Context: an optimization exercise on an open-source flow, tuned for small area and a short achievable clock period. The choices shown serve that exercise and are no tape-out recipe.
Function was checked by simulation only, so behaviour that the tests miss may differ from the original.
Power figures rest on the tool's default switching activity, not on a simulated workload.

### design.v
package bp_pkg;
  localparam int BP_MAX_XLEN = 64;
  localparam logic [1:0] SNT = 2'b00;
  localparam logic [1:0] WNT = 2'b01;
  localparam logic [1:0] WT  = 2'b10;
  localparam logic [1:0] ST  = 2'b11;
  typedef struct packed {
    logic                   valid;
    logic [BP_MAX_XLEN-1:0] tag;
    logic [1:0]             ctr;
    logic [BP_MAX_XLEN-1:0] target;
  } bp_entry_t;
  function automatic logic [1:0] sat_inc(input logic [1:0] c);
    sat_inc = (c == ST) ? ST : c + 2'd1;
  endfunction
  function automatic logic [1:0] sat_dec(input logic [1:0] c);
    sat_dec = (c == SNT) ? SNT : c - 2'd1;
  endfunction
endpackage
module bp_sat_counter #(
  parameter int W = 16
) (
  input  logic         clk,
  input  logic         reset,
  input  logic         inc,
  output logic [W-1:0] count
);
  always_ff @(posedge clk or posedge reset) begin
    if (reset) begin
      count <= '0;
    end else if (inc && (count != '1)) begin
      count <= count + W'(1);
    end
  end
endmodule
module branch_predictor
#(
  parameter int XLEN    = 32,
  parameter int ENTRIES = 32,
  parameter int CNT_W   = 16
) (
  input  logic             clk,
  input  logic             reset,
  input  logic             enable,
  input  logic [XLEN-1:0]  lookup_pc,
  output logic             pred_taken,
  output logic [XLEN-1:0]  pred_target,
  input  logic             upd_valid,
  input  logic [XLEN-1:0]  upd_pc,
  input  logic             upd_taken,
  input  logic [XLEN-1:0]  upd_target,
  input  logic             upd_pred_taken,
  input  logic [XLEN-1:0]  upd_pred_target,
  output logic             mispredict,
  output logic [XLEN-1:0]  redirect_pc,
  output logic [CNT_W-1:0] mispredict_count
);
  localparam int IDX_W = $clog2(ENTRIES);
  logic [ENTRIES-1:0]                             valid_q;
  logic [ENTRIES-1:0][bp_pkg::BP_MAX_XLEN-1:0]    tag_q;
  logic [ENTRIES-1:0][1:0]                        ctr_q;
  logic [ENTRIES-1:0][bp_pkg::BP_MAX_XLEN-1:0]    tgt_q;
  logic [IDX_W-1:0]       lookup_idx;
  logic [bp_pkg::BP_MAX_XLEN-1:0] lookup_tag;
  bp_pkg::bp_entry_t              lookup_entry;
  logic                   lookup_hit;
  logic [IDX_W-1:0]       upd_idx;
  logic [bp_pkg::BP_MAX_XLEN-1:0] upd_tag;
  bp_pkg::bp_entry_t              upd_entry;
  logic                   upd_hit;
  logic                   wr_en;
  bp_pkg::bp_entry_t              wr_entry;
  logic                   cnt_inc;
  assign lookup_idx   = lookup_pc[IDX_W+1:2];
  assign lookup_tag   = bp_pkg::BP_MAX_XLEN'(lookup_pc >> (IDX_W + 2));
  assign lookup_entry = {valid_q[lookup_idx], tag_q[lookup_idx], ctr_q[lookup_idx], tgt_q[lookup_idx]};
  assign lookup_hit   = lookup_entry.valid && (lookup_entry.tag == lookup_tag);
  assign pred_taken  = !reset && lookup_hit && lookup_entry.ctr[1];
  assign pred_target = pred_taken ? XLEN'(lookup_entry.target) : lookup_pc + XLEN'(4);
  assign upd_idx   = upd_pc[IDX_W+1:2];
  assign upd_tag   = bp_pkg::BP_MAX_XLEN'(upd_pc >> (IDX_W + 2));
  assign upd_entry = {valid_q[upd_idx], tag_q[upd_idx], ctr_q[upd_idx], tgt_q[upd_idx]};
  assign upd_hit   = upd_entry.valid && (upd_entry.tag == upd_tag);
  assign mispredict  = upd_valid && !reset &&
                       ((upd_taken != upd_pred_taken) ||
                        (upd_taken && (upd_target != upd_pred_target)));
  assign redirect_pc = upd_taken ? upd_target : upd_pc + XLEN'(4);
  always_comb begin
    wr_en    = 1'b0;
    wr_entry = upd_entry;
    if (enable && upd_valid) begin
      if (upd_hit) begin
        wr_en = 1'b1;
        if (upd_taken) begin
          wr_entry.ctr    = bp_pkg::sat_inc(upd_entry.ctr);
          wr_entry.target = bp_pkg::BP_MAX_XLEN'(upd_target);
        end else begin
          wr_entry.ctr = bp_pkg::sat_dec(upd_entry.ctr);
        end
      end else if (upd_taken) begin
        wr_en    = 1'b1;
        wr_entry.valid  = 1'b1;
        wr_entry.tag    = upd_tag;
        wr_entry.ctr    = bp_pkg::WT;
        wr_entry.target = bp_pkg::BP_MAX_XLEN'(upd_target);
      end
    end
  end
  always_ff @(posedge clk or posedge reset) begin
    if (reset) begin
      valid_q <= '0;
      tag_q   <= '0;
      ctr_q   <= {ENTRIES{bp_pkg::WNT}};
      tgt_q   <= '0;
    end else if (wr_en) begin
      valid_q[upd_idx] <= wr_entry.valid;
      tag_q[upd_idx]   <= wr_entry.tag;
      ctr_q[upd_idx]   <= wr_entry.ctr;
      tgt_q[upd_idx]   <= wr_entry.target;
    end
  end
  assign cnt_inc = mispredict && enable;
  bp_sat_counter #(
    .W(CNT_W)
  ) u_mispredict_cnt (
    .clk   (clk),
    .reset (reset),
    .inc   (cnt_inc),
    .count (mispredict_count)
  );
endmodule
### run.sh
#!/bin/bash
# synth_recipe.tcl (not shown) runs the flow's synth.tcl, then flattens the netlist and writes it again
# the make line also repeats each setting of config.mk as NAME=value (left out here)
make -C /OpenROAD-flow-scripts/flow DESIGN_CONFIG=/design/flow/config.mk WORK_HOME=/design/flow/orfs CLKGATE_MAP_FILE= SYNTH_SCRIPT=/design/flow/synth_recipe.tcl finish
### config.mk
export PLATFORM = sky130hd
export DESIGN_NAME = branch_predictor
export DESIGN_NICKNAME = branch_predictor
export VERILOG_FILES = /design/flow/design.v
export SDC_FILE = /design/flow/constraint.sdc
export NUM_CORES = 4
export LEC_CHECK = 0
export CAP_MARGIN = 20
export CORE_MARGIN = 2
export CORE_UTILIZATION = 40
export SETUP_SLACK_MARGIN = 0.5
export SLEW_MARGIN = 20
### constraint.sdc
create_clock -name core_clock -period 10.0 [get_ports {clk}]
set_input_delay 2.0000 -clock core_clock [delete_from_list [all_inputs] [get_ports {clk}]]
set_output_delay 2.0000 -clock core_clock [all_outputs]
set_load 0.01 [all_outputs]
==> results.txt <==
==> timing repair <==
item                                    4_1_cts  5_1_grt
endpoints found under the setup margin        4        1
gates resized for setup                       3        1
cloned                                        0        0
hold buffers                                  0        0
pin swaps                                     0        0
==> per-stage QoR <==
| step | util | setup TNS, ns | area, µm² | std cells |
|---|---|---|---|---|
| floorplan | - | - | 156800 | 11500 |
| global placement | 0.4251 | -0.1088 | 165700 | 16320 |
| detailed placement | 0.4251 | 0 | 165700 | 16320 |
| CTS | 0.4567 | 0 | 178000 | 16970 |
| global route | 0.4571 | 0 | 178100 | 16980 |
| finish | 0.4571 | 0 | 178100 | 16990 |
==> power groups by stage <==
stage | registers [mW] | logic (mW) | clock network, mW
2_1_floorplan | 14.1 | 2.15 | 0
3_3_place_gp | 14.0 | 3.23 | 0
3_5_place_dp | 14.1 | 3.30 | 0
4_1_cts | 13.9 | 3.31 | 14.0
5_1_grt | 13.9 | 3.51 | 14.5
6_report | 13.9 | 3.34 | 13.8
==> Yosys cell counts (51+ instances only) <==
master                     instances
sky130_fd_sc_hd__buf_1            85
sky130_fd_sc_hd__o21ai_0         211
sky130_fd_sc_hd__nand2_1         314
sky130_fd_sc_hd__nand3_1         165
sky130_fd_sc_hd__clkbuf_1        477
sky130_fd_sc_hd__o221ai_1         51
sky130_fd_sc_hd__dfrtp_1        3152
sky130_fd_sc_hd__nor4_1          266
sky130_fd_sc_hd__mux2_2         1911
sky130_fd_sc_hd__nor3_1          200
sky130_fd_sc_hd__buf_2           369
sky130_fd_sc_hd__mux4_2          985
sky130_fd_sc_hd__o22ai_1          64
sky130_fd_sc_hd__xnor2_1          77
sky130_fd_sc_hd__nor2b_1        1265
sky130_fd_sc_hd__nor2_1          256
sky130_fd_sc_hd__nand4_1          73
sky130_fd_sc_hd__a22oi_1         154
sky130_fd_sc_hd__mux2i_1         426
sky130_fd_sc_hd__xor2_1           71
sky130_fd_sc_hd__a21oi_1         210
==> final cells by class <==
type	count	area share
flip-flops and latches	3184	0.4475
multi-input cells	7292	0.4081
clock buffers	531	0.05938
repair buffers	627	0.03815
well taps	5197	0.03650
clock inverters	117	0.009567
inverters	24	0.0006322
diodes	13	0.0001826
==> metal layers <==
metal  global-route usage  wire [µm]  vias to the layer above
met5                    0        101                        -
met4               0.1633      37890                       14
met3              0.05937      50620                     1487
met2               0.4339     259000                     5748
met1               0.3829     228400                    57790
li1                     -          -                    42860
==> path summary, 6_finish.rpt <==
kind,end,from,depth (start not counted),slack [ns]
setup / recovery,pred_target[7],lookup_pc[3],15,0.52
hold / removal,valid_q[10],valid_q[10],1,0.48
setup reg to reg,tgt_q[464],tag_q[1148],12,3.84
hold reg to reg,valid_q[10],valid_q[10],1,0.48
max in group asynchronous,tgt_q[1284],reset,6,4.49
min in group asynchronous,tag_q[963],reset,3,2.22
==> cell families (layout without fill, tap and decap cells) <==
| logic type | count (synthesis) | in the layout | synth area share |
|---|---|---|---|
| buffers and inverters | 1025 | 1299 | 0.02988 |
| AO/OA/AOI/OAI | 1007 | 1007 | 0.04268 |
| adder cells (fa/ha/maj) | 7 | 7 | 0.0005586 |
| AND/OR/NAND/NOR | 2779 | 2779 | 0.1022 |
| other | 0 | 13 | 0 |
| multiplexers | 3351 | 3351 | 0.3080 |
| XOR/XNOR | 148 | 148 | 0.008267 |
| flip-flops | 3184 | 3184 | 0.5084 |
==> registers in the layout, indices dropped and copies added (netlist names) <==
| name | count |
|---|---|
| tag_q | 2048 |
| tgt_q | 1024 |
| ctr_q | 64 |
| valid_q | 32 |
| u_mispredict_cnt.count | 16 |
==> layout by cell type, fill, tap and decap left out, drive strengths merged, types with 13 or more instances in the layout <==
cell and instances:
dfrtp 3152, mux2 1940, nor2b 1265, mux4 985, clkbuf 531, mux2i 426, buf 423, nand2 314
nor4 271, nor2 257, nor3 229, o21ai 213, a21oi 210, clkdlybuf4s50 204, nand3 165, a22oi 154
xnor2 77, nand4 73, xor2 71, clkinv 69, o22ai 64, o221ai 51, a211oi 44, or4 38
a31oi 35, bufinv 34, inv 33, dfstp 32, a22o 28, and3 27, a221oi 26, o211ai 23
o31ai 23, nor4b 21, or3 21, o2111ai 18, a21o 16, nand2b 15, diode 13
==> results.rst <==
.. list-table::
   :header-rows: 1

   * - Metric
     - Value
   * - Result of the run
     - no timing/DRC/antenna violations
   * - Max stage delay on crit path
     - 0.70 ns
   * - Overflow after GRT
     - 0
   * - Clock tree buffer depth
     - 4
   * - Share of cells above drive strength 1
     - 0.3418
   * - DRC marker count from the first detailed-route iteration
     - 12850
   * - Length of the first detailed-routing pass in iterations
     - 6
   * - Seq/Total Area, Yosys
     - 0.5084
   * - Number of filler cells placed in the layout
     - 34420
   * - Drc violations
     - 0
   * - Setup crit start kind
     - input port
   * - Critical path class
     - input port to output port
   * - WP buf/inv
     - 5
   * - CP Max Fanout
     - 44
   * - Worst-path clk slew
     - 0.06 ns
   * - Via density per instance
     - 6.353
   * - Insertion delay to the later sink of the worst-skew pair
     - 1.00 ns
   * - Buffers added on ports
     - 215
   * - Tightest Pin Transition
     - 1.287 ns
   * - Total Routing Usage GR
     - 0.2862
   * - Via count of the routed design
     - 107900
   * - Syn Std Cell Area
     - 156800 µm²
   * - Fmax
     - 105.5 MHz
   * - Post-CTS setup buffer count
     - 0
   * - Std cell rows
     - 229
   * - FF/Latch Area
     - 79720 µm²
   * - MaxCap Viol Count
     - 0
   * - Max VDD drop
     - 0.0001364 V
   * - Gate count after technology mapping
     - 11500
   * - Average wire length per cell after detail routing
     - 33.91 µm
   * - Async set-reset flop share out of synthesis
     - 1.000
   * - # setup viols final
     - 0
   * - Path type of the worst min-delay path
     - flip-flop to flip-flop
   * - HPWL Detailed
     - 369900 µm
   * - Worst slew margin
     - 0.1393
   * - Global-route wire length before repair
     - 826000 µm
   * - Kind of end point of the critical path
     - output port
   * - Design internal power
     - 23.05 mW
   * - Fraction of power consumed by the clock network
     - 0.446
   * - TritonCTS clock tree
     - done
   * - Crit path setup slack, layout
     - 0.5240 ns
   * - Area growth from synthesis to layout
     - 13.61%
   * - Primary flip-flop cell chosen by synthesis mapping
     - sky130_fd_sc_hd__dfrtp_1
   * - Dominant delay contributor by cell family on the critical path
     - compound AO/OA/AOI/OAI gates
   * - Total power draw
     - 31.06 mW
   * - Logic pwr share
     - 0.108
   * - Share of the synthesized area in the top cell type
     - 0.5030
   * - Effective utilization at floorplan
     - 0.4024
   * - EDFF count, synth
     - 0
   * - Critical path required time
     - 8.00 ns
   * - Vertical die dimension
     - 630.1 µm
   * - Number of antenna violations at the first check in global routing
     - 33
   * - Chain of cells forming the critical path
     - buf_8 > buf_4 > nor2b_1 > nand3_1 > a221oi_1 > o32ai_1 > o22ai_1 > or4b_2 > a211oi_2 > buf_4 > o2111ai_2 > buf_4 > mux2i_1 > a221oi_1 > clkdlybuf4s50_1
   * - Deepest level of the CTS H-tree
     - 5
   * - Number of CTS-inserted buffers
     - 358
   * - Global placement routability congestion
     - 0.9722
   * - Pleak
     - 82.46 nW
   * - Endpoint arrival time on the critical path
     - 7.48 ns
   * - Clk sinks
     - 3184
   * - Average cell area after synthesis
     - 13.63 µm²
   * - Multi-input logic area
     - 72690 µm²
   * - Final net count
     - 11630
   * - Net switching power
     - 8.005 mW
   * - Setup WS pre-CTS
     - 0.2403 ns
   * - Chip width
     - 630.1 µm
   * - Top area cells in the synthesized netlist
     - sky130_fd_sc_hd__dfrtp_1, sky130_fd_sc_hd__mux4_2, sky130_fd_sc_hd__mux2_2
   * - Number of global-route vias before repair
     - 110000
   * - Unrepaired setup endpoints after global routing
     - false
   * - Remaining antenna violation count
     - 0
   * - Clock tree skew after final layout
     - 0.1171 ns
   * - Netlist cell types
     - 82
   * - Synthesized net count
     - 11640
   * - Floorplan Core Area
     - 389700 µm²
   * - Power per unit of standard cell area
     - 174.4 nW/µm²
   * - Post-layout minimum cycle time
     - 9.476 ns
   * - Die footprint
     - 397000 µm²
   * - Max-slew violation count
     - 0
   * - Min Hold Slack
     - 0.4812 ns
   * - Maximum number of pins on one net before global-route repair
     - 184
   * - Number of warnings printed during yosys synthesis
     - 2
   * - Final hold viol count
     - 0
   * - Number of storage elements in the synthesis netlist
     - 3184
   * - Boundary pin count
     - 216
   * - Top cell by count, worst path
     - sky130_fd_sc_hd__buf_4
   * - Biggest area consumer among synthesized cells
     - sky130_fd_sc_hd__dfrtp_1
   * - Fraction of power spent switching nets
     - 0.2577
   * - Part of the total power dissipated in sequential elements
     - 0.447
   * - Critical-path cell with the highest stage delay
     - sky130_fd_sc_hd__a211oi_2
   * - Share of the clock period used by the worst path after layout
     - 0.9476
   * - Routed wire length
     - 576000 µm
   * - Clk root buf
     - sky130_fd_sc_hd__clkbuf_16

==> afterwards: timing with drivers on the ports <==
In the flow no input, the clock included, has a driving cell. The finished layout below was timed again as built, in two steps.
Step 1 sets driving cells, clkbuf_16 on the clock port and buf_2 on the other inputs (assumed; they add their load-dependent delay and slew).
Step 2 also shifts input and output timing later by t, the mid clock arrival at the registers, as if the neighbouring blocks saw the same clock.
a / b / c = ideal ports / drivers / drivers and shift; a / b = the first two.
t (ns): 1.049
slack for setup (ns): 0.524 / 0.477 / 0.477
worst setup path after step 2: input to output
clock arrival spread, ns: 0.123 / 0.124
worst register clock-pin slew, ns: 0.07 / 0.07
After both steps this run still meets setup and hold. The setup slack of this run moves by -0.047 ns with the drivers and by -0.047 ns with both steps.
